Source: an optimization exercise on an open RTL-to-GDS flow (aim: small area and a short achievable clock period). Production flows keep margins and buffers that such runs may drop.
The RTL was checked by simulation tests, not by an equivalence proof against the original design.
Power figures rest on the tool's default switching activity, not on a simulated workload.

==> flow/design.v <==
`default_nettype none
package timerPkg;
  localparam logic [1:0] HTRANS_IDLE   = 2'b00;
  localparam logic [1:0] HTRANS_BUSY   = 2'b01;
  localparam logic [1:0] HTRANS_NONSEQ = 2'b10;
  localparam logic [1:0] HTRANS_SEQ    = 2'b11;
  typedef logic [1:0] evSel;   
  typedef enum logic [1:0] {
    EDGE_NONE,
    EDGE_RISE,
    EDGE_FALL,
    EDGE_BOTH
  } edgeMode;
  typedef struct packed {
    evSel capSel;
    evSel cntSel;
    evSel stopSel;
    evSel startSel;
  } cmcReg;
  typedef struct packed {
    logic capChain;
    logic stopClears;
    logic startClears;
    logic centerAligned;
  } tmsReg;
  typedef struct packed {
    logic       lowActive;
    edgeMode    edgeSel;
    logic [1:0] filtCode;
  } evCfg;
  typedef logic [14:0] ecrReg;   
  typedef struct packed {
    logic ev0Detect;
    logic cmpMatchUp;
    logic periodMatchUp;
  } intReg;
endpackage
`default_nettype wire
`timescale 1ns/1ps
`default_nettype none
module timerTop (
  input  wire                       CPUbus,
  input  wire                       arstN,
  input  wire                       hSel,
  input  wire [32-1:0]        hAddr,
  input  wire [1:0]                 hTrans,
  input  wire                       hWrite,
  input  wire [32-1:0]       hWdata,
  input  wire                       hReady,
  input  wire [2:0]                 evnt,
  output logic [32-1:0]      hRdata,
  output logic                      hReadyOut,
  output logic                      hResp,
  output logic [2-1:0]  pwm,
  output logic                      intr
);
  logic        wrEn, rdEn;
  logic        accept;
  assign accept    = hSel && hReady && hTrans[1];
  assign hReadyOut = 1'b1;
  assign hResp     = 1'b0;
  always_ff @(posedge CPUbus or negedge arstN) begin
    if (!arstN) begin
      wrEn <= 1'b0;
      rdEn <= 1'b0;
    end else begin
      wrEn <= accept && hWrite;
      rdEn <= accept && !hWrite;
    end
  end
  logic [18:0] rdSel;
  logic [8:0]  rdSelHi;   
  always_ff @(posedge CPUbus) begin
    rdSel[0] <= hAddr[7:2] == 6'd0;
    rdSel[1] <= hAddr[7:2] == 6'd1;
    rdSel[2] <= hAddr[7:2] == 6'd2;
    rdSel[3] <= hAddr[7:2] == 6'd3;
    rdSel[4] <= hAddr[7:2] == 6'd4;
    rdSel[5] <= hAddr[7:2] == 6'd16;
    rdSel[6] <= hAddr[7:2] == 6'd17;
    rdSel[7] <= hAddr[7:2] == 6'd18;
    rdSel[8] <= hAddr[7:2] == 6'd19;
    rdSel[9]  <= hAddr[7:2] == 6'd6;
    rdSel[10] <= hAddr[7:2] == 6'd7;
    rdSel[11] <= hAddr[7:2] == 6'd8;
    rdSel[12] <= hAddr[7:2] == 6'd9;
    rdSel[13] <= hAddr[7:2] == 6'd10;
    rdSel[14] <= hAddr[7:2] == 6'd11;
    rdSel[15] <= hAddr[7:2] == 6'd12;
    rdSel[16] <= hAddr[7:2] == 6'd14;
    rdSel[17] <= hAddr[7:2] == 6'd5;
    rdSel[18] <= hAddr[7:2] == 6'd13;
    rdSelHi   <= {9{accept && !hWrite}} & {hAddr[7:2] == 6'd19, hAddr[7:2] == 6'd18, hAddr[7:2] == 6'd17,
                  hAddr[7:2] == 6'd16, hAddr[7:2] == 6'd4,  hAddr[7:2] == 6'd3,
                  hAddr[7:2] == 6'd2,  hAddr[7:2] == 6'd1,  hAddr[7:2] == 6'd0};
  end
  logic wrTV, wrPR, wrPRSH, wrTRS, wrTMS, wrECR, wrCMC, wrIEC, wrISC, wrPLC;
  logic [1:0] wrCMP, wrCMPSH;
  assign wrTV   = wrEn && rdSel[0];
  assign wrPR   = wrEn && rdSel[1];
  assign wrPRSH = wrEn && rdSel[2];
  assign wrTRS  = wrEn && rdSel[17];
  assign wrTMS  = wrEn && rdSel[11];
  assign wrECR  = wrEn && rdSel[12];
  assign wrCMC  = wrEn && rdSel[13];
  assign wrIEC  = wrEn && rdSel[15];
  assign wrISC  = wrEn && rdSel[18];
  assign wrPLC  = wrEn && rdSel[16];
  assign wrCMP[0]   = wrEn && rdSel[5];
  assign wrCMPSH[0] = wrEn && rdSel[6];
  assign wrCMP[1]   = wrEn && rdSel[7];
  assign wrCMPSH[1] = wrEn && rdSel[8];
  logic [31:0] period, periodSh;
  logic [31:0] compare0, compare1, compareSh0, compareSh1;
  logic [7:0]  cmc;       
  logic [3:0]  tms;       
  logic [14:0] ecr;
  logic [2:0]  iec, isr, isrD;
  logic [1:0]  polarity;
  logic        running, countDown;
  logic [31:0] timerValue;
  logic [1:0]  capFull;
  logic [31:0] cap0, cap1;
  logic [1:0]  pwmState, pwmStateD, polarityD;
  logic        intrD;
  logic [2:0]  evEdge;
  for (genvar g = 0; g < 3; g++) begin : genEvent
    logic [2:0] holdCnt;
    logic [2:0] holdLen;
    logic       evFilt, evFiltDly;
    logic [1:0] filtCode, edgeSel;
    assign filtCode = ecr[5*g +: 2];
    assign edgeSel  = ecr[5*g+2 +: 2];
    always_comb begin
      case (filtCode)
        2'd0:    holdLen = 3'd0;
        2'd1:    holdLen = 3'd3;
        2'd2:    holdLen = 3'd5;
        default: holdLen = 3'd7;
      endcase
    end
    always_ff @(posedge CPUbus or negedge arstN) begin
      if (!arstN) begin
        holdCnt   <= '0;
        evFilt    <= 1'b0;
        evFiltDly <= 1'b0;
        evEdge[g] <= 1'b0;
      end else begin
        if (evnt[g] == evFilt) begin
          holdCnt <= '0;
        end else if (holdCnt == holdLen) begin
          evFilt  <= evnt[g];
          holdCnt <= '0;
        end else begin
          holdCnt <= holdCnt + 3'd1;
        end
        evFiltDly <= evFilt;
        evEdge[g] <= (evFilt ^ evFiltDly) && (evFilt ? edgeSel[0] : edgeSel[1]);
      end
    end
  end
  function automatic logic pickEvent(input logic [1:0] sel, input logic [2:0] ev);
    case (sel)
      2'd1:    pickEvent = ev[0];
      2'd2:    pickEvent = ev[1];
      2'd3:    pickEvent = ev[2];
      default: pickEvent = 1'b0;
    endcase
  endfunction
  logic evStart, evStop, evCount, evCapture;
  assign evStart   = pickEvent(cmc[1:0], evEdge);
  assign evStop    = pickEvent(cmc[3:2], evEdge);
  assign evCount   = pickEvent(cmc[5:4], evEdge);
  assign evCapture = pickEvent(cmc[7:6], evEdge);
  logic startReq, stopReq, timerClear, countEnable, step;
  assign startReq    = (wrTRS && hWdata[0]) || evStart;
  assign stopReq     = (wrTRS && hWdata[1]) || evStop;
  assign timerClear  = (wrTRS && hWdata[2]) || (startReq && tms[1]) || (stopReq && tms[2]);
  assign countEnable = (cmc[5:4] == 2'd0) || evCount;
  assign step        = running && countEnable;
  function automatic logic [1:0] cmpGtEq(input logic [31:0] a, input logic [31:0] b);
    logic [31:0] g, e;
    g = a & ~b;
    e = ~(a ^ b);
    for (int w = 1; w < 32; w = w * 2) begin
      for (int i = 0; i < 32; i = i + 2 * w) begin
        g[i] = g[i + w] | (e[i + w] & g[i]);
        e[i] = e[i + w] & e[i];
      end
    end
    cmpGtEq = {g[0], e[0]};
  endfunction
  logic periodMatch, zeroMatch, tvGePeriod, tvGtPeriod;
  logic [1:0] cmpMatch, tvGtCmp;
  assign {tvGtPeriod, periodMatch} = cmpGtEq(timerValue, period);
  assign {tvGtCmp[0], cmpMatch[0]} = cmpGtEq(timerValue, compare0);
  assign {tvGtCmp[1], cmpMatch[1]} = cmpGtEq(timerValue, compare1);
  assign tvGePeriod  = tvGtPeriod | periodMatch;
  assign zeroMatch   = ~|timerValue;
  logic xfer;   
  assign xfer = running && (countDown ? zeroMatch : periodMatch);
  logic [31:0] tvInc, tvDec, tvNext;
  logic        cdNext;
  always_comb begin
    for (int i = 0; i < 32; i++) begin
      tvInc[i] = timerValue[i] ^ (i == 0 ? 1'b1 :  (&(timerValue & ((32'd1 << i) - 32'd1) | ~((32'd1 << i) - 32'd1))));
      tvDec[i] = timerValue[i] ^ (i == 0 ? 1'b1 : ~(|(timerValue & ((32'd1 << i) - 32'd1))));
    end
  end
  always_comb begin
    cdNext = countDown;
    tvNext = timerValue;
    if (!tms[0]) begin
      cdNext = 1'b0;
      tvNext = tvGePeriod ? 32'd0 : tvInc;
    end else if (countDown) begin
      cdNext = !zeroMatch;
      tvNext = zeroMatch ? tvInc : tvDec;
    end else begin
      cdNext = tvGePeriod;
      tvNext = tvGePeriod ? tvDec : tvInc;
    end
  end
  logic cap1Wr;
  assign cap1Wr = evCapture && (tms[3] || capFull[0]);
  always_ff @(posedge CPUbus or negedge arstN) begin
    if (!arstN) begin
      running    <= 1'b0;
      timerValue <= '0;
      countDown  <= 1'b0;
      capFull    <= '0;
      pwm        <= '0;
      intr       <= 1'b0;
    end else begin
      if (startReq)     running <= 1'b1;
      else if (stopReq) running <= 1'b0;
      if (timerClear) begin
        timerValue <= '0;
        countDown  <= 1'b0;
      end else if (wrTV) begin
        timerValue <= hWdata;
      end else if (step) begin
        timerValue <= tvNext;
        countDown  <= cdNext;
      end
      if (evCapture)                         capFull[0] <= 1'b1;
      else if (rdEn && rdSel[3])      capFull[0] <= 1'b0;
      if (cap1Wr)                            capFull[1] <= 1'b1;
      else if (rdEn && rdSel[4])      capFull[1] <= 1'b0;
      pwm <= pwmStateD ^ polarityD;   
      intr <= intrD;
    end
  end
  assign pwmState  = pwm ^ polarity;
  assign polarityD = wrPLC ? hWdata[1:0] : polarity;
  always_comb begin
    for (int i = 0; i < 2; i++) begin
      pwmStateD[i] = pwmState[i];
      if (!running) begin
        pwmStateD[i] = tvGtCmp[i];
      end else if (countEnable) begin
        if (tms[0]) begin
          if (cmpMatch[i])                  pwmStateD[i] = !pwmState[i];
          else if (zeroMatch && countDown)  pwmStateD[i] = 1'b0;
        end else begin
          if (cmpMatch[i])                  pwmStateD[i] = 1'b1;
          else if (periodMatch)             pwmStateD[i] = 1'b0;
        end
      end
    end
  end
  always_ff @(posedge CPUbus) begin
    if (evCapture) cap0 <= timerValue;
    if (cap1Wr)    cap1 <= cap0;
  end
  always_ff @(posedge CPUbus or negedge arstN) begin
    if (!arstN) begin
      period     <= '0;
      periodSh   <= '0;
      compare0   <= '0;
      compare1   <= '0;
      compareSh0 <= '0;
      compareSh1 <= '0;
      cmc        <= '0;
      tms        <= '0;
      ecr        <= '0;
      iec        <= '0;
      polarity   <= '0;
      isr        <= '0;
    end else begin
      if (wrPR || (wrPRSH && !running)) period <= hWdata;
      else if (xfer)                    period <= periodSh;
      if (wrPRSH) periodSh <= hWdata;
      if (wrCMP[0] || (wrCMPSH[0] && !running)) compare0 <= hWdata;
      else if (xfer)                            compare0 <= compareSh0;
      if (wrCMPSH[0]) compareSh0 <= hWdata;
      if (wrCMP[1] || (wrCMPSH[1] && !running)) compare1 <= hWdata;
      else if (xfer)                            compare1 <= compareSh1;
      if (wrCMPSH[1]) compareSh1 <= hWdata;
      if (wrCMC) cmc      <= hWdata[7:0];
      if (wrTMS) tms      <= hWdata[3:0];
      if (wrECR) ecr      <= hWdata[14:0];
      if (wrIEC) iec      <= hWdata[2:0];
      if (wrPLC) polarity <= hWdata[1:0];
      isr <= isrD;
    end
  end
  assign isrD  = (isr & ~(wrISC ? hWdata[2:0] : 3'd0)) |
                 ({evEdge[0], running && !countDown && (|cmpMatch),
                   running && !countDown && periodMatch} & iec);
  assign intrD = |isrD;   
  logic [31:0] rdSmall;
  assign rdSmall = {30'd0, {2{rdSel[9]}}  & capFull}           |
                   {30'd0, {2{rdSel[10]}} & {countDown, running}} |
                   {28'd0, {4{rdSel[11]}} & tms}               |
                   {17'd0, {15{rdSel[12]}} & ecr}              |
                   {24'd0, {8{rdSel[13]}} & cmc}               |
                   {29'd0, {3{rdSel[14]}} & isr}               |
                   {29'd0, {3{rdSel[15]}} & iec}               |
                   {30'd0, {2{rdSel[16]}} & polarity};
  logic [31:0] rdWide;
  for (genvar b = 0; b < 32; b++) begin : genRd
    logic [8:0] sel;
    assign sel = (b < 16) ? rdSel[8:0] : rdSelHi;
    assign rdWide[b] = (sel[0] & timerValue[b]) | (sel[1] & period[b])     |
                       (sel[2] & periodSh[b])   | (sel[3] & cap0[b])       |
                       (sel[4] & cap1[b])       | (sel[5] & compare0[b])   |
                       (sel[6] & compareSh0[b]) | (sel[7] & compare1[b])   |
                       (sel[8] & compareSh1[b]);
  end
  assign hRdata = rdWide | rdSmall;
endmodule
`default_nettype wire
==> flow/run.sh <==
#!/bin/bash
# synth_recipe.tcl (not shown) runs the flow's synth.tcl, then flattens the netlist and writes it again
# the make line also repeats each setting of config.mk as NAME=value (left out here)
make -C /OpenROAD-flow-scripts/flow DESIGN_CONFIG=/design/flow/config.mk WORK_HOME=/design/flow/orfs CLKGATE_MAP_FILE= SYNTH_SCRIPT=/design/flow/synth_recipe.tcl finish
==> flow/config.mk <==
export PLATFORM = sky130hd
export DESIGN_NAME = timerTop
export DESIGN_NICKNAME = timerTop
export VERILOG_FILES = /design/flow/design.v
export SDC_FILE = /design/flow/constraint.sdc
export NUM_CORES = 4
export LEC_CHECK = 0
export CAP_MARGIN = 20
export CORE_MARGIN = 2
export CORE_UTILIZATION = 50
export CTS_CLUSTER_DIAMETER = 60
export CTS_CLUSTER_SIZE = 20
export SETUP_SLACK_MARGIN = 2.5
export SLEW_MARGIN = 20
export TNS_END_PERCENT = 10
==> flow/constraint.sdc <==
create_clock -name core_clock -period 5.5 [get_ports {CPUbus}]
set_input_delay 1.1000 -clock core_clock [delete_from_list [all_inputs] [get_ports {CPUbus}]]
set_output_delay 1.1000 -clock core_clock [all_outputs]
set_load 0.01 [all_outputs]
==> summary.md, run 1 <==
| Metric | Value |
|---|---|
| Number of buffers on the longest clock path | `3` |
| Largest stage delay on the critical path | `0.37 ns` |
| Hold WC Path Type | `reg2reg` |
| Post-route DRC violation count | `0` |
| Total clock sinks | `378` |
| Highest Clock Rate | `324 MHz` |
| Post-synthesis instance total | `2,091` |
| Outcome | `no timing/DRC/antenna violations` |
| Detailed-route wire length per cell | `25.0 µm` |
| Final critical path time including I/O delays and setup | `3.09 ns` |
| Placed wire-length estimate after detailed placement | `41.6 mm` |
| Average cell area after synthesis | `9.76 µm²` |
| Category of the worst setup path launch point | `flip-flop` |
| TritonCTS clock tree | `yes` |
| Gr usage total | `32.0%` |
| Library cell used as clock root buffer | `sky130_fd_sc_hd__clkbuf_16` |
| H-tree Lvls | `2` |
| Worst-case reg-to-reg path depth | `12` |
| Number of max-cap violations | `0` |
| Final Slew Violations | `0` |
| Largest fanout on the critical path | `15` |
| Area of all sequential standard cells | `9710 µm²` |
| Reported net switching power | `2720 µW` |
| Post-cts hold buffer count | `0` |
| Worst vdd ir | `0.000262 V` |
| Standard-cell rows | `74` |
| CP cell instances | `buf_4, ha_4, nand4_1, buf_4, nor4_4, buf_4, o311ai_4, nand4b_1, o21ai_4, clkbuf_16, a311o_1, a311oi_1` |
| Flip-flop and latch count after synthesis | `378` |
| Number of search-and-repair iterations in the first detailed-routing pass | `6` |
| Hold Violations, Final | `0` |
| Remaining antenna violation count after routing | `0` |
| Overall power consumption | `8300 µW` |
| Critical Path Source | `timerValue[23]$_DFFE_PN0P_` |
| Cell internal pwr | `5580 µW` |
| Clock power share | `34.9%` |
| Required time of the critical path | `5.95 ns` |
| Cell area after technology mapping | `20,400 µm²` |
| Worst-path cell with the longest stage delay | `sky130_fd_sc_hd__dfrtp_1` |
| Starting density of the core | `50.3%` |
| Die W | `206 µm` |
| Crit end category | `flip-flop` |
| RSZ-0062 raised after global routing | `yes` |
| Via count of the first global-routing pass | `16,746` |
| Arrival time at the worst endpoint | `3.54 ns` |
| Startpoint-to-endpoint class of the critical path | `reg2reg` |
| Reg-to-reg setup timing slack | `2.41 ns` |
| Power per standard cell area | `343 nW/µm²` |
| Proportion of power drawn by flip-flops and latches | `43.6%` |
| Slew headroom | `28.5%` |
| Floorplan die height | `206 µm` |
| Startpoint of the lowest-slack register-to-register path | `timerValue[23]$_DFFE_PN0P_` |
| Leak Pwr | `0.0106 µW` |
| Dominant cell type by count on the critical path | `sky130_fd_sc_hd__buf_4` |
| Proportion of layout cells with a drive suffix above 1 | `19.8%` |
| Final cycle utilization of the critical path | `56.2%` |
| Aggregate negative setup slack | `0 ns` |
| Number of enable-type register cells in the synthesized netlist | `64` |
| DRT Wirelength | `68.5 mm` |
| Netlist cell types | `73` |
| Pin count of the biggest net entering global routing | `109` |
| Clock buffers created by TritonCTS | `37` |
| Total area of multi-input combinational cells | `10,200 µm²` |
| Clock skew | `0.0323 ns` |
| Net switching fraction of the power | `32.8%` |
| Area enclosed by the die boundary | `42,400 µm²` |
| Worst setup path end | `timerValue[24]$_DFFE_PN0P_` |
| Part of the power in combinational logic | `21.5%` |
| Post-route core utilization | `59.7%` |
| Count of boundary I/O pins | `111` |
| Global-route wire length before repair | `102 mm` |
| Share of synthesized flip-flops with an asynchronous set or reset | `75.7%` |
| First-iteration detailed-routing DRC count | `1,969` |
| Congestion Overflow GR | `0` |
| Syn_nets | `2,274` |
| Antenna violations before repair | `0` |
| Worst Max-Slew Pin Slew | `1.07 ns` |
| Clk latency of the worst-skew pair | `0.57 ns` |
| Sequential cell area fraction in the yosys report | `47.2%` |
| Fill count | `3,438` |
| End of the worst register-to-register path | `timerValue[24]$_DFFE_PN0P_` |
| Yosys warns | `1` |
| I/O Buffers | `81` |
| Detailed-route via count | `17,554` |
| Final weighted congestion in routability-driven placement | `0.878` |
| Clock-pin slew on the worst setup and hold paths | `0.08 ns` |
| Nets | `2,362` |
| Core Area | `40,600 µm²` |
| Ant diodes | `0` |
| Flip-flop cell with the highest count after synthesis | `sky130_fd_sc_hd__dfrtp_1` |
| Via density | `6.41` |
| Final number of setup-violating endpoints | `0` |
| Area growth syn-to-layout | `18.7%` |
[power by group through the flow]
| stage | Combinational (µW) | Sequential (µW) | Clock [µW] |
|---|---|---|---|
| after floorplan | 1090 | 3540 | 0 |
| after global placement | 1530 | 3670 | 0 |
| after detailed placement | 1560 | 3690 | 0 |
| after CTS | 1710 | 3610 | 2930 |
| after global routing | 1980 | 3660 | 3040 |
| final | 1790 | 3620 | 2890 |
[placed cells by master, fill, tap and decap left out, types with 16 or more instances in the layout]
cell,synthesis,final
sky130_fd_sc_hd__a22o_1,35,35
sky130_fd_sc_hd__dfrtp_1,286,263
sky130_fd_sc_hd__clkbuf_16,0,41
sky130_fd_sc_hd__nand2_1,282,277
sky130_fd_sc_hd__mux2_2,132,132
sky130_fd_sc_hd__a22oi_1,70,66
sky130_fd_sc_hd__inv_1,117,117
sky130_fd_sc_hd__nand3_1,59,57
sky130_fd_sc_hd__nor3_1,28,26
sky130_fd_sc_hd__a21oi_1,73,72
sky130_fd_sc_hd__nor2_1,185,181
sky130_fd_sc_hd__buf_4,7,85
sky130_fd_sc_hd__a31oi_1,108,107
sky130_fd_sc_hd__edfxtp_1,64,64
sky130_fd_sc_hd__ha_1,109,108
sky130_fd_sc_hd__dfrtp_2,0,23
sky130_fd_sc_hd__nand4_1,32,32
sky130_fd_sc_hd__a221oi_1,39,20
sky130_fd_sc_hd__and3_1,17,16
sky130_fd_sc_hd__a21o_1,25,25
sky130_fd_sc_hd__a222oi_1,23,23
sky130_fd_sc_hd__o211ai_1,16,16
sky130_fd_sc_hd__o21ai_0,49,44
sky130_fd_sc_hd__clkdlybuf4s50_1,0,48
sky130_fd_sc_hd__a221oi_2,0,19
[final cells by class]
type / instances / share of cell area (%)
Inverter: 117 / 1.81
Clock inverter: 26 / 1.67
Sequential cell: 378 / 40.1
Timing Repair Buffer: 190 / 7.70
Multi-Input combinational cell: 1455 / 42.0
Tap cell: 532 / 2.75
Clock buffer: 39 / 3.98
[stage by stage]
| step | worst slack, ns | hold slack [ns] | cell area [µm²] | instances |
|---|---|---|---|---|
| floorplan | 2.62 | 0.423 | 20400 | 2091 |
| global placement | 1.40 | 0.428 | 21600 | 2595 |
| detailed placement | 1.31 | 0.436 | 21600 | 2595 |
| CTS | 2.40 | 0.449 | 23700 | 2704 |
| global route | 2.31 | 0.458 | 24200 | 2737 |
| finish | 2.41 | 0.447 | 24200 | 2737 |
[cells by family after synthesis]
| group | after synthesis | share of synthesized area (%) |
|---|---|---|
| and+or+nand+nor | 670 | 14.6 |
| buffers and inverters | 261 | 5.25 |
| adders and majority gates | 109 | 6.68 |
| muxes | 139 | 7.63 |
| xor gates and xnor gates | 20 | 0.859 |
| other | 2 | 0.0368 |
| DFF | 378 | 47.2 |
| AOI/OAI and AO/OA | 512 | 17.7 |
[metal layers]
layer,up-vias,GRT usage [%],wire length [µm]
li1,7844,-,-
met1,8659,43.4,28200
met2,850,50.9,31300
met3,201,5.71,5830
met4,0,13.0,3210
met5,-,0,0
[worst min path at each step]
| stage | startpoint | endpoint | slack (ns) | cells past startpoint |
|---|---|---|---|---|
| 6_report | genEvent[1].evFiltDly$_DFF_PN0_ | evEdge[1]$_DFF_PN0_ | 0.45 | 1 |
| 3_3_place_gp | cap0[18]$_DFFE_PP_ | cap1[18]$_DFFE_PP_ | 0.43 | 0 |
| 5_1_grt | cap0[25]$_DFFE_PP_ | cap1[25]$_DFFE_PP_ | 0.46 | 0 |
| 4_1_cts | genEvent[1].evFiltDly$_DFF_PN0_ | evEdge[1]$_DFF_PN0_ | 0.45 | 1 |
| 3_5_place_dp | cap0[25]$_DFFE_PP_ | cap1[25]$_DFFE_PP_ | 0.44 | 0 |
| 2_1_floorplan | genEvent[0].evFiltDly$_DFF_PN0_ | evEdge[0]$_DFF_PN0_ | 0.42 | 1 |
[timing repair]
action | 4_1_cts | 5_1_grt
endpoints found under the setup margin | 182 | 179
buffers inserted | 39 | 29
hold endpoints to repair | 0 | 0
cloned | 5 | 4
resized for setup | 145 | 73
pin swaps | 21 | 30
[cells in the mapped netlist, types with 6 or more instances]
master / n / area (µm²)
sky130_fd_sc_hd__a211oi_1: 14 / 105
sky130_fd_sc_hd__a21o_1: 25 / 188
sky130_fd_sc_hd__a21oi_1: 73 / 365
sky130_fd_sc_hd__a221oi_1: 39 / 342
sky130_fd_sc_hd__a222oi_1: 23 / 230
sky130_fd_sc_hd__a22o_1: 35 / 307
sky130_fd_sc_hd__a22oi_1: 70 / 526
sky130_fd_sc_hd__a31oi_1: 108 / 676
sky130_fd_sc_hd__and2_1: 9 / 56.3
sky130_fd_sc_hd__and3_1: 17 / 106
sky130_fd_sc_hd__buf_1: 17 / 63.8
sky130_fd_sc_hd__buf_2: 16 / 80.1
sky130_fd_sc_hd__buf_4: 7 / 52.6
sky130_fd_sc_hd__buf_6: 6 / 67.6
sky130_fd_sc_hd__clkbuf_1: 98 / 368
sky130_fd_sc_hd__dfrtp_1: 286 / 7160
sky130_fd_sc_hd__dfxtp_1: 28 / 561
sky130_fd_sc_hd__edfxtp_1: 64 / 1920
sky130_fd_sc_hd__ha_1: 109 / 1360
sky130_fd_sc_hd__inv_1: 117 / 439
sky130_fd_sc_hd__mux2_2: 132 / 1490
sky130_fd_sc_hd__mux2i_1: 7 / 70.1
sky130_fd_sc_hd__nand2_1: 282 / 1060
sky130_fd_sc_hd__nand2b_1: 7 / 43.8
sky130_fd_sc_hd__nand3_1: 59 / 295
sky130_fd_sc_hd__nand4_1: 32 / 200
sky130_fd_sc_hd__nor2_1: 185 / 694
sky130_fd_sc_hd__nor2b_1: 7 / 43.8
sky130_fd_sc_hd__nor3_1: 28 / 140
sky130_fd_sc_hd__nor3b_1: 6 / 45.0
sky130_fd_sc_hd__nor4_1: 8 / 50.1
sky130_fd_sc_hd__o211ai_1: 16 / 120
sky130_fd_sc_hd__o21ai_0: 49 / 245
sky130_fd_sc_hd__o221ai_1: 10 / 87.6
sky130_fd_sc_hd__o22ai_1: 9 / 56.3
sky130_fd_sc_hd__or3_1: 7 / 43.8
sky130_fd_sc_hd__xnor2_1: 14 / 123
sky130_fd_sc_hd__xor2_1: 6 / 52.6
[worst max-delay path: cells and delay by family, from the launching register on]
kind | cells | cell delay, ns
compound gates | 4 | 0.90
fa+ha+maj | 1 | 0.28
buf+inv | 4 | 0.78
flops | 1 | 0.37
simple gates | 3 | 0.62
[registers in the layout, summed over array words and instances, names as in the netlist, 4 cells and up]
name and cells:
genEvent.holdCnt 9, cap1 32, rdSelHi 9, periodSh 32, ecr 15, cmc 8
timerValue 32, rdSel 19, compare0 32, compare1 32, compareSh0 32, cap0 32
period 32, tms 4, compareSh1 32
==> inputs of run 2 (changes only) <==
==> flow/config.mk (replaced) <==
export PLATFORM = sky130hd
export DESIGN_NAME = timerTop
export DESIGN_NICKNAME = timerTop
export VERILOG_FILES = /design/flow/design.v
export SDC_FILE = /design/flow/constraint.sdc
export NUM_CORES = 4
export LEC_CHECK = 0
export CAP_MARGIN = 0
export CORE_MARGIN = 2
export CORE_UTILIZATION = 50
export CTS_CLUSTER_DIAMETER = 60
export CTS_CLUSTER_SIZE = 20
export SETUP_SLACK_MARGIN = 2.6
export SLEW_MARGIN = 0
export TNS_END_PERCENT = 10
==> summary.md, run 2 <==
| Metric | Value |
|---|---|
| Outcome | `no timing/DRC/antenna violations` |
| Post-cts hold buffer count | `0 (unchanged)` |
| Number of search-and-repair iterations in the first detailed-routing pass | `8 (+2)` |
| CP cell instances | `buf_12, a22o_1, a221oi_2, nand3_1, dlygate4sd2_1` |
| Post-route cell area | `25,000 µm² (+3.1%)` |
| Cell area after technology mapping | `20,400 µm² (unchanged)` |
| Synthesized-area fraction occupied by xor and xnor cells | `0.859% (unchanged)` |
| Worst Max-Slew Pin Slew | `1.03 ns (-0.0429 ns)` |
| Arrival time at the worst endpoint | `1.97 ns (-1.57 ns)` |
| Crit end category | `output port` |
| Clock buffers created by TritonCTS | `37 (unchanged)` |
| Netlist cell types | `73 (unchanged)` |
| Final weighted congestion in routability-driven placement | `0.878 (unchanged)` |
| Library cell used as clock root buffer | `sky130_fd_sc_hd__clkbuf_16` |
| I/O Buffers | `81 (unchanged)` |
| Most frequent cells in the layout | `271 x sky130_fd_sc_hd__nand2_1, 263 x sky130_fd_sc_hd__dfrtp_1, 179 x sky130_fd_sc_hd__nor2_1` |
| Area enclosed by the die boundary | `42,400 µm² (unchanged)` |
| Startpoint of the lowest-slack register-to-register path | `evEdge[2]$_DFF_PN0_` |
| Startpoint-to-endpoint class of the critical path | `reg2out` |
| Cell count after placement | `2,595 (unchanged)` |
| Final Slew Violations | `0 (unchanged)` |
| Commonest non-fill, non-tap cell in the layout | `sky130_fd_sc_hd__nand2_1` |
| First-iteration detailed-routing DRC count | `2,155 (+9.4%)` |
| Highest Clock Rate | `326 MHz (+0.79%)` |
| Worst vdd ir | `0.000263 V (+0.39%)` |
| Overall power consumption | `8430 µW (+1.6%)` |
| Detailed-route via count | `17,953 (+2.3%)` |
| Count of boundary I/O pins | `111 (unchanged)` |
| Power per standard cell area | `338 nW/µm² (-1.5%)` |
| Leak Pwr | `0.0110 µW (+3.4%)` |
| Reg-to-reg setup timing slack | `2.45 ns (+0.04 ns)` |
| Hold depth | `1 (unchanged)` |
| Aggregate negative setup slack | `0 ns (unchanged)` |
| Required time of the critical path | `4.40 ns (-1.55 ns)` |
| Ant diodes | `0 (unchanged)` |
| Synth Area in Simple Gates | `14.6% (unchanged)` |
| Standard-cell rows | `74 (unchanged)` |
| Placed wire-length estimate after detailed placement | `41.6 mm (unchanged)` |
| Area after detailed placement | `21,600 µm² (unchanged)` |
| Global-route wire length before repair | `104 mm (+1.9%)` |
| Pin count of the biggest net entering global routing | `109 (unchanged)` |
| Via count of the first global-routing pass | `17,143 (+2.4%)` |
| Clock skew | `0.0328 ns (+0.000500 ns)` |
| Area growth syn-to-layout | `22.4%` |
| Number of enable-type register cells in the synthesized netlist | `64 (unchanged)` |
| Syn_nets | `2,274 (unchanged)` |
| Gr usage total | `32.6% (+0.61 points)` |
| Post-route DRC violation count | `0 (unchanged)` |
| Area share of the leading cell type in the synthesized netlist | `35.1% (unchanged)` |
| Sequential cell area fraction in the yosys report | `47.2% (unchanged)` |
| Category of the worst setup path launch point | `flip-flop` |
| Top Family by Delay on Critical Path | `buffers and inverters` |
| Worst-path cell with the longest stage delay | `sky130_fd_sc_hd__dfxtp_1` |
| Floorplan die height | `206 µm (unchanged)` |
| Worst hold start | `genEvent[1].evFiltDly$_DFF_PN0_` |
| Post-synthesis instance total | `2,091 (unchanged)` |
| Yosys warns | `1 (unchanged)` |
| TritonCTS clock tree | `yes` |
| Final number of setup-violating endpoints | `0 (unchanged)` |
| Hold Violations, Final | `0 (unchanged)` |
| Cell taking the most area after synthesis | `sky130_fd_sc_hd__dfrtp_1` |
| Final cycle utilization of the critical path | `55.7% (-0.44 points)` |
| Hold WC Path Type | `reg2reg` |
| Proportion of layout cells with a drive suffix above 1 | `22.6% (+2.8 points)` |
| Post-synthesis share of cell area spent on full adders, half adders and majority gates | `6.68% (unchanged)` |
| DRT Wirelength | `71.2 mm (+4.0%)` |
| Largest stage delay on the critical path | `0.33 ns (-0.04 ns)` |
| Hold EP | `evEdge[1]$_DFF_PN0_` |
| Synth area leaders | `sky130_fd_sc_hd__dfrtp_1 35%, sky130_fd_sc_hd__edfxtp_1 9.4%, sky130_fd_sc_hd__mux2_2 7.3%` |
| Number of max-cap violations | `0 (unchanged)` |
| Clock-pin slew on the worst setup and hold paths | `0.08 ns (about the same)` |
| Slew headroom | `31.4% (+2.9 points)` |
| Starting density of the core | `50.3% (unchanged)` |
| Fraction of synthesized area in multiplexers | `7.63% (unchanged)` |
| Combined buffer and inverter count along the critical path | `2 (-2)` |
| Total clock sinks | `378 (unchanged)` |
| Nets | `2,415 (+2.2%)` |
| Congestion Overflow GR | `0 (unchanged)` |
| Remaining antenna violation count after routing | `0 (unchanged)` |
| Dominant combinational cell family by area after synthesis | `compound AO/OA/AOI/OAI gates` |
| Core Area | `40,600 µm² (unchanged)` |
| Number of buffers on the longest clock path | `3 (unchanged)` |
| Cell with the most instances after synthesis | `sky130_fd_sc_hd__dfrtp_1` |
| Synth top cells by count | `286 x sky130_fd_sc_hd__dfrtp_1, 282 x sky130_fd_sc_hd__nand2_1, 185 x sky130_fd_sc_hd__nor2_1` |
| Average cell area after synthesis | `9.76 µm² (unchanged)` |
| Largest fanout on the critical path | `17 (+2)` |
| Via density | `6.43 (+0.33%)` |
| Share of synthesized flip-flops with an asynchronous set or reset | `75.7% (unchanged)` |
| End of the worst register-to-register path | `cap1[14]$_DFFE_PP_` |
| Fraction of the mapped netlist area in compound gates | `17.7% (unchanged)` |
| RSZ-0062 raised after global routing | `yes` |
| H-tree Lvls | `2 (unchanged)` |
| Antenna violations before repair | `1 (+1)` |
| Worst-case reg-to-reg path depth | `6 (-6)` |
| Clk latency of the worst-skew pair | `0.58 ns (about the same)` |
| Detailed-route wire length per cell | `25.5 µm (+2.0%)` |
| Number of cells in the finished layout apart from fillers | `2,790 (+1.9%)` |
| Final critical path time including I/O delays and setup | `3.07 ns (-0.0243 ns)` |
| Die W | `206 µm (unchanged)` |
| Flip-flop cell with the highest count after synthesis | `sky130_fd_sc_hd__dfrtp_1` |
| Flip-flop and latch count after synthesis | `378 (unchanged)` |
-- run 2: changes by cell type in the layout (fill, tap and decap cells not counted), sizes merged --
cell and delta:
clkbuf +3, a21boi -1, buf +52, clkdlybuf4s15 -1
-- run 2: worst max-delay path by stage --
stage / startpoint / to / depth (start not counted)
after floorplan: timerValue[0]$_DFFE_PN0P_ / compare0[0]$_DFFE_PN0P_ / 14
after global placement: timerValue[26]$_DFFE_PN0P_ / timerValue[22]$_DFFE_PN0P_ / 10
after detailed placement: timerValue[26]$_DFFE_PN0P_ / timerValue[22]$_DFFE_PN0P_ / 10
after CTS: rdSel[5]$_DFF_P_ / hRdata[0] / 6
after global routing: timerValue[13]$_DFFE_PN0P_ / timerValue[31]$_DFFE_PN0P_ / 12
final: rdSel[7]$_DFF_P_ / hRdata[15] / 5
-- run 2: cell type report --
type	instances	area, µm²
flip-flops and latches	378	9710
repair buffers	244	2460
clock buffers	39	965
fillers	3352	15600
multi-input cells	1454	10300
inverters	117	439
clock inverters	26	405
well taps	532	666
-- run 2: timing repair --
item                                   CTS  global route
buffers inserted                        75            43
pin swaps                               38            46
resized for setup                      188            72
setup endpoints to repair              183           180
endpoints found under the hold margin    0             0
gates cloned                             7             5
-- run 2: routing by layer --
| metal | wire [µm] | GRT usage [%] |
|---|---|---|
| met5 | 13 | 0 |
| met4 | 3660 | 13.8 |
| met3 | 6360 | 5.76 |
| met2 | 32500 | 52.2 |
| met1 | 28700 | 43.7 |
-- run 2: report_power, final --
| group | switching [µW] | internal (µW) | total (µW) | leakage (µW) |
|---|---|---|---|---|
| clock network | 1310 | 1590 | 2900 | 0.000660 |
| registers | 355 | 3260 | 3620 | 0.00421 |
| logic | 1120 | 801 | 1920 | 0.00612 |
-- run 2: cell families after synthesis --
logic type	count (synthesis)
simple gates	670
compound gates	512
flops	378
buf+inv	261
mux	139
fa+ha+maj	109
xor+xnor	20
other cells	2
-- run 2: metrics by stage --
step	util (%)	setup WS (ns)	hold slack, ns
after floorplan	-	2.62	0.423
after global placement	53.3	1.40	0.428
after detailed placement	53.3	1.31	0.436
after CTS	59.7	2.41	0.449
after global routing	61.6	2.32	0.458
final	61.6	2.43	0.447
==> inputs of run 3 (changes only) <==
--- a/flow/design.v
+++ b/flow/design.v
@@ -69,7 +69,7 @@
     end
   end
   logic [18:0] rdSel;
-  logic [8:0]  rdSelHi;   
+  logic [8:0]  rdSelHi;
   always_ff @(posedge CPUbus) begin
     rdSel[0] <= hAddr[7:2] == 6'd0;
     rdSel[1] <= hAddr[7:2] == 6'd1;
@@ -80,17 +80,15 @@
     rdSel[6] <= hAddr[7:2] == 6'd17;
     rdSel[7] <= hAddr[7:2] == 6'd18;
     rdSel[8] <= hAddr[7:2] == 6'd19;
-    rdSel[9]  <= hAddr[7:2] == 6'd6;
-    rdSel[10] <= hAddr[7:2] == 6'd7;
     rdSel[11] <= hAddr[7:2] == 6'd8;
     rdSel[12] <= hAddr[7:2] == 6'd9;
     rdSel[13] <= hAddr[7:2] == 6'd10;
-    rdSel[14] <= hAddr[7:2] == 6'd11;
     rdSel[15] <= hAddr[7:2] == 6'd12;
     rdSel[16] <= hAddr[7:2] == 6'd14;
     rdSel[17] <= hAddr[7:2] == 6'd5;
     rdSel[18] <= hAddr[7:2] == 6'd13;
-    rdSelHi   <= {9{accept && !hWrite}} & {hAddr[7:2] == 6'd19, hAddr[7:2] == 6'd18, hAddr[7:2] == 6'd17,
+    rdSelHi   <= {9{accept && !hWrite}} &
+                 {hAddr[7:2] == 6'd19, hAddr[7:2] == 6'd18, hAddr[7:2] == 6'd17,
                   hAddr[7:2] == 6'd16, hAddr[7:2] == 6'd4,  hAddr[7:2] == 6'd3,
                   hAddr[7:2] == 6'd2,  hAddr[7:2] == 6'd1,  hAddr[7:2] == 6'd0};
   end
@@ -115,7 +113,12 @@
   logic [7:0]  cmc;       
   logic [3:0]  tms;       
   logic [14:0] ecr;
-  logic [2:0]  iec, isr, isrD;
+  logic [2:0]  iec, isr, isrD, iecD;
+  logic [7:0]  cmcD;
+  logic [3:0]  tmsD;
+  logic [14:0] ecrD;
+  logic [1:0]  capFullD;
+  logic        runningD, cdD;
   logic [1:0]  polarity;
   logic        running, countDown;
   logic [31:0] timerValue;
@@ -232,8 +235,7 @@
       pwm        <= '0;
       intr       <= 1'b0;
     end else begin
-      if (startReq)     running <= 1'b1;
-      else if (stopReq) running <= 1'b0;
+      running <= runningD;
       if (timerClear) begin
         timerValue <= '0;
         countDown  <= 1'b0;
@@ -243,16 +245,21 @@
         timerValue <= tvNext;
         countDown  <= cdNext;
       end
-      if (evCapture)                         capFull[0] <= 1'b1;
-      else if (rdEn && rdSel[3])      capFull[0] <= 1'b0;
-      if (cap1Wr)                            capFull[1] <= 1'b1;
-      else if (rdEn && rdSel[4])      capFull[1] <= 1'b0;
+      capFull <= capFullD;
       pwm <= pwmStateD ^ polarityD;   
       intr <= intrD;
     end
   end
   assign pwmState  = pwm ^ polarity;
   assign polarityD = wrPLC ? hWdata[1:0] : polarity;
+  assign cmcD      = wrCMC ? hWdata[7:0]  : cmc;
+  assign tmsD      = wrTMS ? hWdata[3:0]  : tms;
+  assign ecrD      = wrECR ? hWdata[14:0] : ecr;
+  assign iecD      = wrIEC ? hWdata[2:0]  : iec;
+  assign runningD  = startReq ? 1'b1 : stopReq ? 1'b0 : running;
+  assign cdD       = timerClear ? 1'b0 : (!wrTV && step) ? cdNext : countDown;
+  assign capFullD[0] = evCapture ? 1'b1 : (rdEn && rdSel[3]) ? 1'b0 : capFull[0];
+  assign capFullD[1] = cap1Wr    ? 1'b1 : (rdEn && rdSel[4]) ? 1'b0 : capFull[1];
   always_comb begin
     for (int i = 0; i < 2; i++) begin
       pwmStateD[i] = pwmState[i];
@@ -297,11 +304,11 @@
       if (wrCMP[1] || (wrCMPSH[1] && !running)) compare1 <= hWdata;
       else if (xfer)                            compare1 <= compareSh1;
       if (wrCMPSH[1]) compareSh1 <= hWdata;
-      if (wrCMC) cmc      <= hWdata[7:0];
-      if (wrTMS) tms      <= hWdata[3:0];
-      if (wrECR) ecr      <= hWdata[14:0];
-      if (wrIEC) iec      <= hWdata[2:0];
-      if (wrPLC) polarity <= hWdata[1:0];
+      cmc      <= cmcD;
+      tms      <= tmsD;
+      ecr      <= ecrD;
+      iec      <= iecD;
+      polarity <= polarityD;
       isr <= isrD;
     end
   end
@@ -309,15 +316,22 @@
                  ({evEdge[0], running && !countDown && (|cmpMatch),
                    running && !countDown && periodMatch} & iec);
   assign intrD = |isrD;   
-  logic [31:0] rdSmall;
-  assign rdSmall = {30'd0, {2{rdSel[9]}}  & capFull}           |
-                   {30'd0, {2{rdSel[10]}} & {countDown, running}} |
-                   {28'd0, {4{rdSel[11]}} & tms}               |
-                   {17'd0, {15{rdSel[12]}} & ecr}              |
-                   {24'd0, {8{rdSel[13]}} & cmc}               |
-                   {29'd0, {3{rdSel[14]}} & isr}               |
-                   {29'd0, {3{rdSel[15]}} & iec}               |
-                   {30'd0, {2{rdSel[16]}} & polarity};
+  logic [14:0] rdSmall, rdSmallD;
+  always_comb begin
+    rdSmallD = '0;
+    case (hAddr[7:2])
+      6'd6:  rdSmallD[1:0]  = capFullD;
+      6'd7:  rdSmallD[1:0]  = {cdD, runningD};
+      6'd8:  rdSmallD[3:0]  = tmsD;
+      6'd9:  rdSmallD[14:0] = ecrD;
+      6'd10: rdSmallD[7:0]  = cmcD;
+      6'd11: rdSmallD[2:0]  = isrD;
+      6'd12: rdSmallD[2:0]  = iecD;
+      6'd14: rdSmallD[1:0]  = polarityD;
+      default: rdSmallD = '0;
+    endcase
+  end
+  always_ff @(posedge CPUbus) rdSmall <= rdSmallD;
   logic [31:0] rdWide;
   for (genvar b = 0; b < 32; b++) begin : genRd
     logic [8:0] sel;
@@ -328,6 +342,6 @@
                        (sel[6] & compareSh0[b]) | (sel[7] & compare1[b])   |
                        (sel[8] & compareSh1[b]);
   end
-  assign hRdata = rdWide | rdSmall;
+  assign hRdata = rdWide | {17'd0, rdSmall};
 endmodule
 `default_nettype wire
==> flow/config.mk (replaced) <==
export PLATFORM = sky130hd
export DESIGN_NAME = timerTop
export DESIGN_NICKNAME = timerTop
export VERILOG_FILES = /design/flow/design.v
export SDC_FILE = /design/flow/constraint.sdc
export NUM_CORES = 4
export LEC_CHECK = 0
export CAP_MARGIN = 20
export CORE_MARGIN = 2
export CORE_UTILIZATION = 50
export CTS_CLUSTER_DIAMETER = 60
export CTS_CLUSTER_SIZE = 20
export SETUP_SLACK_MARGIN = 2.5
export SLEW_MARGIN = 20
export TNS_END_PERCENT = 10
==> summary.md, run 3 <==
| Metric | Value |
|---|---|
| Outcome | `no timing/DRC/antenna violations` |
| Worst Max-Slew Pin Slew | `1.17 ns (+0.144 ns)` |
| Reported net switching power | `3060 µW (+10%)` |
| Worst-case reg-to-reg path depth | `11 (+5)` |
| Ant diodes | `0 (unchanged)` |
| Flip-flop and latch count after synthesis | `390 (+3.2%)` |
| Standard-cell rows | `74 (unchanged)` |
| Largest stage delay on the critical path | `0.41 ns (+0.08 ns)` |
| Area enclosed by the die boundary | `43,000 µm² (+1.4%)` |
| Total clock sinks | `390 (+3.2%)` |
| Required time of the critical path | `4.40 ns (about the same)` |
| First-iteration detailed-routing DRC count | `1,566 (-27%)` |
| TritonCTS clock tree | `yes` |
| Final Slew Violations | `0 (unchanged)` |
| Gr usage total | `28.7% (-3.9 points)` |
| Final weighted congestion in routability-driven placement | `0.900 (+2.5%)` |
| H-tree Lvls | `2 (unchanged)` |
| Startpoint of the lowest-slack register-to-register path | `timerValue[7]$_DFFE_PN0P_` |
| Hold EP | `cap1[10]$_DFFE_PP_` |
| Worst hold start | `cap0[10]$_DFFE_PP_` |
| Power per standard cell area | `364 nW/µm² (+7.8%)` |
| Cell area after technology mapping | `20,700 µm² (+1.4%)` |
| Global-route wire length before repair | `97.4 mm (-6.6%)` |
| Cell internal pwr | `5780 µW (+2.3%)` |
| Setup WS pre-CTS | `1.27 ns (-0.0430 ns)` |
| Aggregate negative setup slack | `0 ns (unchanged)` |
| Leak Pwr | `0.0113 µW (+2.5%)` |
| Post-route DRC violation count | `0 (unchanged)` |
| Sequential cell area fraction in the yosys report | `47.7% (+0.49 points)` |
| Post-synthesis instance total | `1,984 (-5.1%)` |
| Slew headroom | `21.7% (-9.7 points)` |
| Synth area leaders | `sky130_fd_sc_hd__dfrtp_1 35%, sky130_fd_sc_hd__edfxtp_1 9.3%, sky130_fd_sc_hd__mux2_2 7.2%` |
| Cell with the most instances after synthesis | `sky130_fd_sc_hd__dfrtp_1` |
| Cell taking the most area after synthesis | `sky130_fd_sc_hd__dfrtp_1` |
| I/O Buffers | `81 (unchanged)` |
| Proportion of layout cells with a drive suffix above 1 | `19.5% (-3.1 points)` |
| Largest fanout on the critical path | `9 (-8)` |
| Number of enable-type register cells in the synthesized netlist | `64 (unchanged)` |
| Area growth syn-to-layout | `17.5%` |
| Flip-flop cell with the highest count after synthesis | `sky130_fd_sc_hd__dfrtp_1` |
| Via density | `6.32 (-1.8%)` |
| Top Family by Delay on Critical Path | `buffers and inverters` |
| Most frequent cells in the layout | `263 x sky130_fd_sc_hd__dfrtp_1, 182 x sky130_fd_sc_hd__nor2_1, 171 x sky130_fd_sc_hd__a21oi_1` |
| Post-cts hold buffer count | `0 (unchanged)` |
| Starting density of the core | `50.7% (+0.38 points)` |
| Highest Clock Rate | `310 MHz (-5.0%)` |
| Reg-to-reg setup timing slack | `2.41 ns (-0.04 ns)` |
| Detailed-route via count | `16,636 (-7.3%)` |
| Proportion of power drawn by flip-flops and latches | `44.3% (+1.4 points)` |
| Clock-pin slew on the worst setup and hold paths | `0.08 ns (about the same)` |
| Pin count of the biggest net entering global routing | `105 (-3.7%)` |
| Worst vdd ir | `0.000226 V (-14%)` |
| Category of the worst setup path launch point | `flip-flop` |
| Worst-path cell with the longest stage delay | `sky130_fd_sc_hd__dfxtp_4` |
| Placed wire-length estimate after detailed placement | `40.3 mm (-3.0%)` |
| Clock buffers created by TritonCTS | `37 (unchanged)` |
| Net switching fraction of the power | `34.6% (+1.7 points)` |
| Part of the power in combinational logic | `25.8% (+3.1 points)` |
| Synth top cells by count | `286 x sky130_fd_sc_hd__dfrtp_1, 187 x sky130_fd_sc_hd__nor2_1, 171 x sky130_fd_sc_hd__a21oi_1` |
| Count of boundary I/O pins | `111 (unchanged)` |
| Yosys warns | `1 (unchanged)` |
| Library cell used as clock root buffer | `sky130_fd_sc_hd__clkbuf_16` |
| Worst hold slack | `0.451 ns (+0.00377 ns)` |
| Hold WC Path Type | `reg2reg` |
| Cell count after placement | `2,495 (-3.9%)` |
| DRT Wirelength | `63.1 mm (-11%)` |
| Via count of the first global-routing pass | `16,725 (-2.4%)` |
| Share of synthesized flip-flops with an asynchronous set or reset | `73.3% (-2.3 points)` |
| Arrival time at the worst endpoint | `2.13 ns (+0.16 ns)` |
| Hold depth | `0 (-1)` |
| Number of max-cap violations | `0 (unchanged)` |
| Number of buffers on the longest clock path | `3 (unchanged)` |
| Syn_nets | `2,167 (-4.7%)` |
| Netlist cell types | `84 (+15%)` |
| End of the worst register-to-register path | `timerValue[18]$_DFFE_PN0P_` |
| Floorplan die height | `207 µm (+0.70%)` |
| RSZ-0062 raised after global routing | `yes` |
| Nets | `2,257 (-6.5%)` |
| Combined buffer and inverter count along the critical path | `2 (unchanged)` |
| Number of search-and-repair iterations in the first detailed-routing pass | `6 (-2)` |
| Area share of the leading cell type in the synthesized netlist | `34.6% (-0.50 points)` |
| Clk latency of the worst-skew pair | `0.57 ns (about the same)` |
| Final cycle utilization of the critical path | `58.7% (+2.9 points)` |
| Detailed-route wire length per cell | `24.0 µm (-6.2%)` |
| CP cell instances | `buf_4, a22o_1, a221oi_2, nand4_1, dlygate4sd2_1` |
| Congestion Overflow GR | `0 (unchanged)` |
| Startpoint-to-endpoint class of the critical path | `reg2out` |
| Hold Violations, Final | `0 (unchanged)` |
| Clock power share | `29.9% (-4.5 points)` |
| Core Area | `40,800 µm² (+0.69%)` |
| Final critical path time including I/O delays and setup | `3.23 ns (+0.162 ns)` |
| Commonest non-fill, non-tap cell in the layout | `sky130_fd_sc_hd__dfrtp_1` |
| Final number of setup-violating endpoints | `0 (unchanged)` |
| Number of cells in the finished layout apart from fillers | `2,634 (-5.6%)` |
| Remaining antenna violation count after routing | `0 (unchanged)` |
| Clock skew | `0.0219 ns (-0.0109 ns)` |
| Average cell area after synthesis | `10.4 µm² (+6.9%)` |
| Antenna violations before repair | `0 (-1)` |
| Crit end category | `output port` |
| Die W | `207 µm (+0.70%)` |
| Final WS setup | `2.27 ns (-0.162 ns)` |
run 3: cell types whose count changed after synthesis, moves of 12 or more:
cell	change
sky130_fd_sc_hd__nand2_1	-204
sky130_fd_sc_hd__mux2i_1	+102
sky130_fd_sc_hd__a21oi_1	+98
sky130_fd_sc_hd__a31oi_1	-97
sky130_fd_sc_hd__a22oi_1	-17
sky130_fd_sc_hd__clkbuf_1	-12
sky130_fd_sc_hd__dfxtp_1	+12
run 3: layer usage:
| metal | global-route usage, % | part of all wire, % | routed length [µm] | vias up |
|---|---|---|---|---|
| met5 | 0 | 0 | 0 | - |
| met4 | 9.36 | 3.4 | 2170 | 0 |
| met3 | 4.67 | 6.4 | 4010 | 143 |
| met2 | 47.1 | 47 | 29900 | 580 |
| met1 | 38.8 | 43 | 27000 | 8351 |
| li1 | - | - | - | 7562 |
run 3: logic make-up (layout without fill, tap and decap cells):
group | count (synthesis) | in the layout | share of synthesized area, %
AO/OA/AOI/OAI | 514 | 517 | 16.9
XOR/XNOR | 17 | 17 | 0.719
adder cells (fa/ha/maj) | 109 | 109 | 6.59
buffers and inverters | 243 | 358 | 4.71
flip-flops | 390 | 390 | 47.7
multiplexers | 241 | 241 | 12.5
other | 2 | 2 | 0.0363
AND/OR/NAND/NOR | 468 | 468 | 10.8
run 3: repair_timing:
action / 4_1_cts / 5_1_grt
resized for setup: 106 / 69
endpoints found under the setup margin: 185 / 158
buffers inserted: 38 / 25
cloned: 4 / 5
endpoints found under the hold margin: 0 / 0
pin swaps: 21 / 16
run 3: power groups by stage:
stage / Clock (µW) / Combinational, µW / Sequential, µW
5_1_grt: 2810 / 2550 / 3980
2_1_floorplan: 0 / 1420 / 3800
6_report: 2650 / 2280 / 3920
4_1_cts: 2690 / 2190 / 3910
3_3_place_gp: 0 / 1950 / 3970
3_5_place_dp: 0 / 2000 / 3990
run 3: cell type report:
cell class	count	area, µm²
Multi-Input combinational cell	1354	10300
Fill cell	3464	16500
Clock inverter	26	269
Inverter	119	447
Timing Repair Buffer	172	1690
Sequential cell	390	9970
Clock buffer	41	961
Tap cell	532	666
run 3: worst max-delay path by stage:
stage,startpoint,endpoint,cells after the start
after detailed placement,timerValue[29]$_DFFE_PN0P_,rdSmall[1]$_DFF_P_,9
after global routing,rdSelHi[6]$_DFF_P_,hRdata[31],6
after global placement,timerValue[28]$_DFFE_PN0P_,rdSmall[1]$_DFF_P_,9
final,rdSel[1]$_DFF_P_,hRdata[1],5
after floorplan,timerValue[29]$_DFFE_PN0P_,timerValue[11]$_DFFE_PN0P_,10
after CTS,rdSelHi[6]$_DFF_P_,hRdata[28],4
run 3: through the flow:
stage          cell area (µm²)  power [µW]  utilization, %
6_report                 24300        8850            59.6
5_1_grt                  24300        9340            59.6
4_1_cts                  23900        8800            58.4
3_5_place_dp             21900        5990            53.7
3_3_place_gp             21900        5920            53.6
2_1_floorplan            20700        5220               -
==> inputs of run 4 (changes only) <==
--- a/flow/config.mk
+++ b/flow/config.mk
@@ -10,6 +10,6 @@
 export CORE_UTILIZATION = 50
 export CTS_CLUSTER_DIAMETER = 60
 export CTS_CLUSTER_SIZE = 20
-export SETUP_SLACK_MARGIN = 2.5
+export SETUP_SLACK_MARGIN = 2.7
 export SLEW_MARGIN = 20
 export TNS_END_PERCENT = 10
==> summary.md, run 4 <==
| Metric | Value |
|---|---|
| Starting density of the core | `50.7% (unchanged)` |
| Number of max-cap violations | `0 (unchanged)` |
| Detailed-route wire length per cell | `24.1 µm (+0.70%)` |
| Required time of the critical path | `4.40 ns (about the same)` |
| Gr usage total | `29.6% (+0.92 points)` |
| Placed wire-length estimate after detailed placement | `40.3 mm (unchanged)` |
| Library cell used as clock root buffer | `sky130_fd_sc_hd__clkbuf_16` |
| Final critical path time including I/O delays and setup | `3.06 ns (-0.172 ns)` |
| TritonCTS clock tree | `yes` |
| Number of search-and-repair iterations in the first detailed-routing pass | `6 (unchanged)` |
| Final cycle utilization of the critical path | `55.6% (-3.1 points)` |
| Final WS setup | `2.44 ns (+0.172 ns)` |
| Overall power consumption | `9060 µW (+2.4%)` |
| Final Slew Violations | `0 (unchanged)` |
| Category of the worst setup path launch point | `flip-flop` |
| Nets | `2,319 (+2.7%)` |
| Post-route DRC violation count | `0 (unchanged)` |
| Yosys warns | `1 (unchanged)` |
| Post-synthesis instance total | `1,984 (unchanged)` |
| Count of boundary I/O pins | `111 (unchanged)` |
| Leak Pwr | `0.0115 µW (+1.8%)` |
| Area enclosed by the die boundary | `43,000 µm² (unchanged)` |
| Cell with the most instances after synthesis | `sky130_fd_sc_hd__dfrtp_1` |
| RSZ-0062 raised after global routing | `yes` |
| Via density | `6.29 (-0.41%)` |
| Core Area | `40,800 µm² (unchanged)` |
| Global-route wire length before repair | `100 mm (+2.9%)` |
| Final weighted congestion in routability-driven placement | `0.900 (unchanged)` |
| Worst hold slack | `0.453 ns (+0.00211 ns)` |
| Flip-flop cell with the highest count after synthesis | `sky130_fd_sc_hd__dfrtp_1` |
| Aggregate negative setup slack | `0 ns (unchanged)` |
| Congestion Overflow GR | `0 (unchanged)` |
| Clock buffers created by TritonCTS | `37 (unchanged)` |
| Number of enable-type register cells in the synthesized netlist | `64 (unchanged)` |
| First-iteration detailed-routing DRC count | `1,560 (-0.38%)` |
| Total clock sinks | `390 (unchanged)` |
| Standard-cell rows | `74 (unchanged)` |
| Post-cts hold buffer count | `0 (unchanged)` |
| Startpoint-to-endpoint class of the critical path | `reg2out` |
| Worst vdd ir | `0.000226 V (about the same)` |
| Ant diodes | `0 (unchanged)` |
| Sequential cell area fraction in the yosys report | `47.7% (unchanged)` |
| Remaining antenna violation count after routing | `0 (unchanged)` |
| Average cell area after synthesis | `10.4 µm² (unchanged)` |
| DRT Wirelength | `65.0 mm (+3.1%)` |
| H-tree Lvls | `2 (unchanged)` |
| Cell taking the most area after synthesis | `sky130_fd_sc_hd__dfrtp_1` |
| Area growth syn-to-layout | `20.7%` |
| Commonest non-fill, non-tap cell in the layout | `sky130_fd_sc_hd__dfrtp_1` |
| Netlist cell types | `84 (unchanged)` |
| Hold Violations, Final | `0 (unchanged)` |
| Crit end category | `output port` |
| Floorplan die height | `207 µm (unchanged)` |
| Power per standard cell area | `363 nW/µm² (-0.24%)` |
| Antenna violations before repair | `0 (unchanged)` |
| Share of synthesized flip-flops with an asynchronous set or reset | `73.3% (unchanged)` |
| Most frequent cells in the layout | `258 x sky130_fd_sc_hd__dfrtp_1, 181 x sky130_fd_sc_hd__nor2_1, 169 x sky130_fd_sc_hd__a21oi_1` |
| Synth area leaders | `sky130_fd_sc_hd__dfrtp_1 35%, sky130_fd_sc_hd__edfxtp_1 9.3%, sky130_fd_sc_hd__mux2_2 7.2%` |
| Syn_nets | `2,167 (unchanged)` |
| Final number of setup-violating endpoints | `0 (unchanged)` |
| Clk latency of the worst-skew pair | `0.57 ns (about the same)` |
| Slew headroom | `22.5% (+0.77 points)` |
| Largest fanout on the critical path | `7 (-2)` |
| Number of buffers on the longest clock path | `3 (unchanged)` |
| Die W | `207 µm (unchanged)` |
| Via count of the first global-routing pass | `17,064 (+2.0%)` |
| Flip-flop and latch count after synthesis | `390 (unchanged)` |
| Hold WC Path Type | `reg2reg` |
| Arrival time at the worst endpoint | `1.96 ns (-0.17 ns)` |
| I/O Buffers | `81 (unchanged)` |
| Outcome | `no timing/DRC/antenna violations` |
| Cell area after technology mapping | `20,700 µm² (unchanged)` |
| Clock skew | `0.0173 ns (-0.00455 ns)` |
| Pin count of the biggest net entering global routing | `105 (unchanged)` |
| Post-route core utilization | `61.2% (+1.6 points)` |
| Area share of the leading cell type in the synthesized netlist | `34.6% (unchanged)` |
| Detailed-route via count | `16,957 (+1.9%)` |
| Worst Max-Slew Pin Slew | `1.16 ns (-0.0115 ns)` |
| Synth top cells by count | `286 x sky130_fd_sc_hd__dfrtp_1, 187 x sky130_fd_sc_hd__nor2_1, 171 x sky130_fd_sc_hd__a21oi_1` |
| Proportion of layout cells with a drive suffix above 1 | `24.2% (+4.7 points)` |
| Highest Clock Rate | `327 MHz (+5.6%)` |
| Clock-pin slew on the worst setup and hold paths | `0.08 ns (about the same)` |
| Setup WS pre-CTS | `1.27 ns (unchanged)` |
==> run 4: cell count changes in the layout (fill, tap and decap cells not counted), sizes merged <==
cell | previous run | this run
clkdlybuf4s15 | 2 | 7
clkdlybuf4s50 | 55 | 46
buf | 89 | 171
dlymetal6s2s | 12 | 1
bufbuf | 1 | 0
o21ba | 3 | 4
clkbuf | 48 | 43
==> run 4: timing repair <==
action | 4_1_cts | 5_1_grt
resized for setup | 238 | 70
setup buffers | 84 | 42
setup endpoints to repair | 199 | 178
pin swaps | 58 | 41
gates cloned | 4 | 4
==> run 4: stage by stage <==
step / area (µm²) / cells
after floorplan: 20700 / 1984
after global placement: 21900 / 2494
after detailed placement: 21900 / 2495
after CTS: 24300 / 2650
after global routing: 25000 / 2696
final: 25000 / 2696
==> run 4: worst paths after layout <==
check | start | to | slack, ns | cells after the start
worst max-delay path | rdSel[1]$_DFF_P_ | hRdata[2] | 2.44 | 5
worst min-delay path | cap0[24]$_DFFE_PP_ | cap1[24]$_DFFE_PP_ | 0.45 | 0
worst max register to register | timerValue[25]$_DFFE_PN0P_ | timerValue[24]$_DFFE_PN0P_ | 2.46 | 11
worst min register to register | cap0[24]$_DFFE_PP_ | cap1[24]$_DFFE_PP_ | 0.45 | 0
max in group asynchronous | arstN | compare0[10]$_DFFE_PN0P_ | 3.92 | 2
min in group asynchronous | arstN | compareSh0[26]$_DFFE_PN0P_ | 0.50 | 1
==> run 4: cell type report <==
| class | count | area [µm²] |
|---|---|---|
| tap | 532 | 666 |
| multi-input combinational | 1355 | 10500 |
| timing repair buffer | 233 | 2140 |
| clock buffer | 41 | 961 |
| sequential | 390 | 9970 |
| inverter | 119 | 447 |
| fill | 3397 | 15900 |
| clock inverter | 26 | 269 |
==> run 4: critical path: stages, from the launching register on <==
cell and delay, ns:
sky130_fd_sc_hd__dfxtp_4 0.41, sky130_fd_sc_hd__buf_12 0.16, sky130_fd_sc_hd__a22o_1 0.22, sky130_fd_sc_hd__a221oi_2 0.18, sky130_fd_sc_hd__nand4_1 0.21, sky130_fd_sc_hd__buf_2 0.20
==> run 4: logic make-up after synthesis <==
kind of cell             after synthesis  share of synthesized area, %
other                                  2                        0.0363
multiplexers                         241                          12.5
flip-flops                           390                          47.7
buffers and inverters                243                          4.71
XOR/XNOR                              17                         0.719
AND/OR/NAND/NOR                      468                          10.8
AO/OA/AOI/OAI                        514                          16.9
adder cells (fa/ha/maj)              109                          6.59
==> run 4: metal layers <==
metal	routed length, µm	global-route usage (%)	vias up	part of all wire, %
met5	0	0	-	0
met4	2260	10.7	0	3.5
met3	4180	4.67	153	6.4
met2	31200	49.0	645	48
met1	27400	39.4	8462	42
li1	-	-	7697	-
==> run 4: power breakdown <==
part,internal (µW),switching [µW],total (µW),leakage (µW)
Sequential,3450,459,3910,0.00429
Clock,1380,1270,2650,0.000604
Combinational,1080,1420,2500,0.00657
Total,5910,3150,9060,0.0115
==> inputs of run 5 (changes only) <==
--- a/flow/design.v
+++ b/flow/design.v
@@ -80,6 +80,9 @@
     rdSel[6] <= hAddr[7:2] == 6'd17;
     rdSel[7] <= hAddr[7:2] == 6'd18;
     rdSel[8] <= hAddr[7:2] == 6'd19;
+    rdSel[9]  <= 1'b0;
+    rdSel[10] <= 1'b0;
+    rdSel[14] <= 1'b0;
     rdSel[11] <= hAddr[7:2] == 6'd8;
     rdSel[12] <= hAddr[7:2] == 6'd9;
     rdSel[13] <= hAddr[7:2] == 6'd10;
==> flow/flow/run.sh (new file) <==
#!/bin/bash
# Own layout flow: the standard flow (standard synthesis unchanged), with
# every input and output port buffered by a plain buf_2 instead of the buffer
# cell buffer_ports would pick by itself. Each tool's output goes to its own
# log file here; ORFS keeps its per-step logs under orfs/logs.
set -euo pipefail
export BUFFER_PORTS_ARGS="-buffer_cell sky130_fd_sc_hd__buf_2"
bash standard.sh synth > synth.log 2>&1
bash standard.sh finish > layout.log 2>&1
==> flow/standard.sh (new file) <==
#!/bin/bash
# synth_recipe.tcl (not shown) runs the flow's synth.tcl, then flattens the netlist and writes it again
# the make line also repeats each setting of config.mk as NAME=value (left out here)
make -C /OpenROAD-flow-scripts/flow DESIGN_CONFIG=/design/flow/config.mk WORK_HOME=/design/flow/orfs CLKGATE_MAP_FILE= SYNTH_SCRIPT=/design/flow/synth_recipe.tcl "${@:-finish}"
--- a/flow/config.mk
+++ b/flow/config.mk
@@ -10,6 +10,6 @@
 export CORE_UTILIZATION = 50
 export CTS_CLUSTER_DIAMETER = 60
 export CTS_CLUSTER_SIZE = 20
-export SETUP_SLACK_MARGIN = 2.7
+export SETUP_SLACK_MARGIN = 2.5
 export SLEW_MARGIN = 20
 export TNS_END_PERCENT = 10
removed: flow/run.sh
==> summary.md, run 5 <==
| Metric | Value |
|---|---|
| Via density | `6.30 (about the same)` |
| Post-cts hold buffer count | `0 (unchanged)` |
| Synth top cells by count | `286 x sky130_fd_sc_hd__dfrtp_1, 176 x sky130_fd_sc_hd__nand2_1, 150 x sky130_fd_sc_hd__o21ai_0` |
| Hold WC Path Type | `reg2reg` |
| Worst-case reg-to-reg path depth | `9 (-2)` |
| Arrival time at the worst endpoint | `1.98 ns (+0.02 ns)` |
| Worst vdd ir | `0.000239 V (+5.8%)` |
| Worst Max-Slew Pin Slew | `0.914 ns (-0.244 ns)` |
| Congestion Overflow GR | `0 (unchanged)` |
| End of the worst register-to-register path | `pwm[1]$_DFF_PN0_` |
| Final critical path time including I/O delays and setup | `3.08 ns (+0.0283 ns)` |
| Antenna violations before repair | `0 (unchanged)` |
| Final cycle utilization of the critical path | `56.1% (+0.51 points)` |
| Post-synthesis instance total | `1,998 (+0.71%)` |
| Proportion of layout cells with a drive suffix above 1 | `24.0% (-0.15 points)` |
| Total clock sinks | `390 (unchanged)` |
| Detailed-route wire length per cell | `24.0 µm (-0.58%)` |
| Outcome | `no timing/DRC/antenna violations` |
| Overall power consumption | `8080 µW (-11%)` |
| Reg-to-reg setup timing slack | `2.45 ns (about the same)` |
| Number of enable-type register cells in the synthesized netlist | `64 (unchanged)` |
| Synth area leaders | `sky130_fd_sc_hd__dfrtp_1 35%, sky130_fd_sc_hd__edfxtp_1 9.3%, sky130_fd_sc_hd__mux2_2 7.0%` |
| Clock skew | `0.0348 ns (+0.0175 ns)` |
| Count of boundary I/O pins | `111 (unchanged)` |
| First-iteration detailed-routing DRC count | `1,525 (-2.2%)` |
| Slew headroom | `39.0% (+17 points)` |
| Cell area after technology mapping | `20,700 µm² (+0.20%)` |
| Gr usage total | `29.3% (-0.34 points)` |
| Pin count of the biggest net entering global routing | `104 (-0.95%)` |
| Die W | `208 µm (about the same)` |
| Global-route wire length before repair | `98.5 mm (-1.7%)` |
| Standard-cell rows | `74 (unchanged)` |
| Final number of setup-violating endpoints | `0 (unchanged)` |
| Area growth syn-to-layout | `15.5%` |
==> run 5: changes by cell type after synthesis, moves of 7 or more <==
cell                      change
sky130_fd_sc_hd__buf_1       +10
sky130_fd_sc_hd__o21a_1       +7
sky130_fd_sc_hd__o21ai_0     +96
sky130_fd_sc_hd__inv_1        +8
sky130_fd_sc_hd__nor2_1     -102
sky130_fd_sc_hd__nand2_1     +98
sky130_fd_sc_hd__a21oi_1     -86
==> run 5: where the power goes <==
group	switching (µW)	internal, µW	total, µW	leakage [µW]
clock	1270	1350	2620	0.000578
combinational	1050	720	1770	0.00656
sequential	346	3340	3690	0.00407
total	2660	5420	8080	0.0112
==> run 5: through the flow <==
stage                     setup WS (ns)  cell area (µm²)  util (%)  hold slack, ns  instances
final                              2.42            24000      58.5           0.454       2655
after floorplan                    2.50            20700         -           0.418       1998
after global placement             1.42            21600      52.7           0.429       2514
after CTS                          2.43            23600      57.6           0.453       2634
after detailed placement           1.41            21600      52.7           0.436       2514
after global routing               2.35            24000      58.5           0.459       2655
==> run 5: kinds of logic after synthesis <==
kind of cell	count (synthesis)	synth area share, %
compound gates	509	16.8
simple gates	482	11.2
flops	390	47.6
buf+inv	251	4.72
mux	238	12.3
fa+ha+maj	109	6.58
xor+xnor	17	0.718
other cells	2	0.0362
==> run 5: area by class of cell <==
class                   instances  area [µm²]
clock buffers                  41         951
inverters                     127         477
well taps                     532         666
multi-input cells            1359       10400
clock inverters                23         251
fillers                      3537       17000
flip-flops and latches        390        9930
repair buffers                183        1310
==> run 5: critical path, stage by stage (launching register included) <==
cell and delay (ns):
sky130_fd_sc_hd__dfxtp_2 0.48, sky130_fd_sc_hd__a22o_1 0.25, sky130_fd_sc_hd__a221oi_1 0.26, sky130_fd_sc_hd__nand4_1 0.22
sky130_fd_sc_hd__buf_2 0.20
==> run 5: worst max path at each step <==
stage	end	cells after the start
floorplan	timerValue[19]$_DFFE_PN0P_	11
global placement	timerValue[3]$_DFFE_PN0P_	10
detailed placement	timerValue[3]$_DFFE_PN0P_	10
CTS	pwm[0]$_DFF_PN0_	9
global route	hRdata[10]	4
finish	hRdata[1]	4
==> run 5: layer usage <==
layer	routed length, µm	global-route usage [%]
met4	2370	11.6
met2	29700	46.4
met1	27400	39.7
met3	4200	5.55
met5	0	0
==> run 5: timing repair <==
action / in CTS / in global routing
gates resized for setup: 84 / 50
hold endpoints to repair: 0 / 0
pin swaps: 16 / 33
setup buffers: 52 / 20
endpoints found under the setup margin: 165 / 133
gates cloned: 4 / 1

Setup slack of run 5, layout unchanged: 2.416 ns with ideal ports, 2.362 ns with driving cells assumed (clock clkbuf_16, inputs buf_2), 2.347 ns with port delays also shifted by the 0.607 ns mid clock arrival.
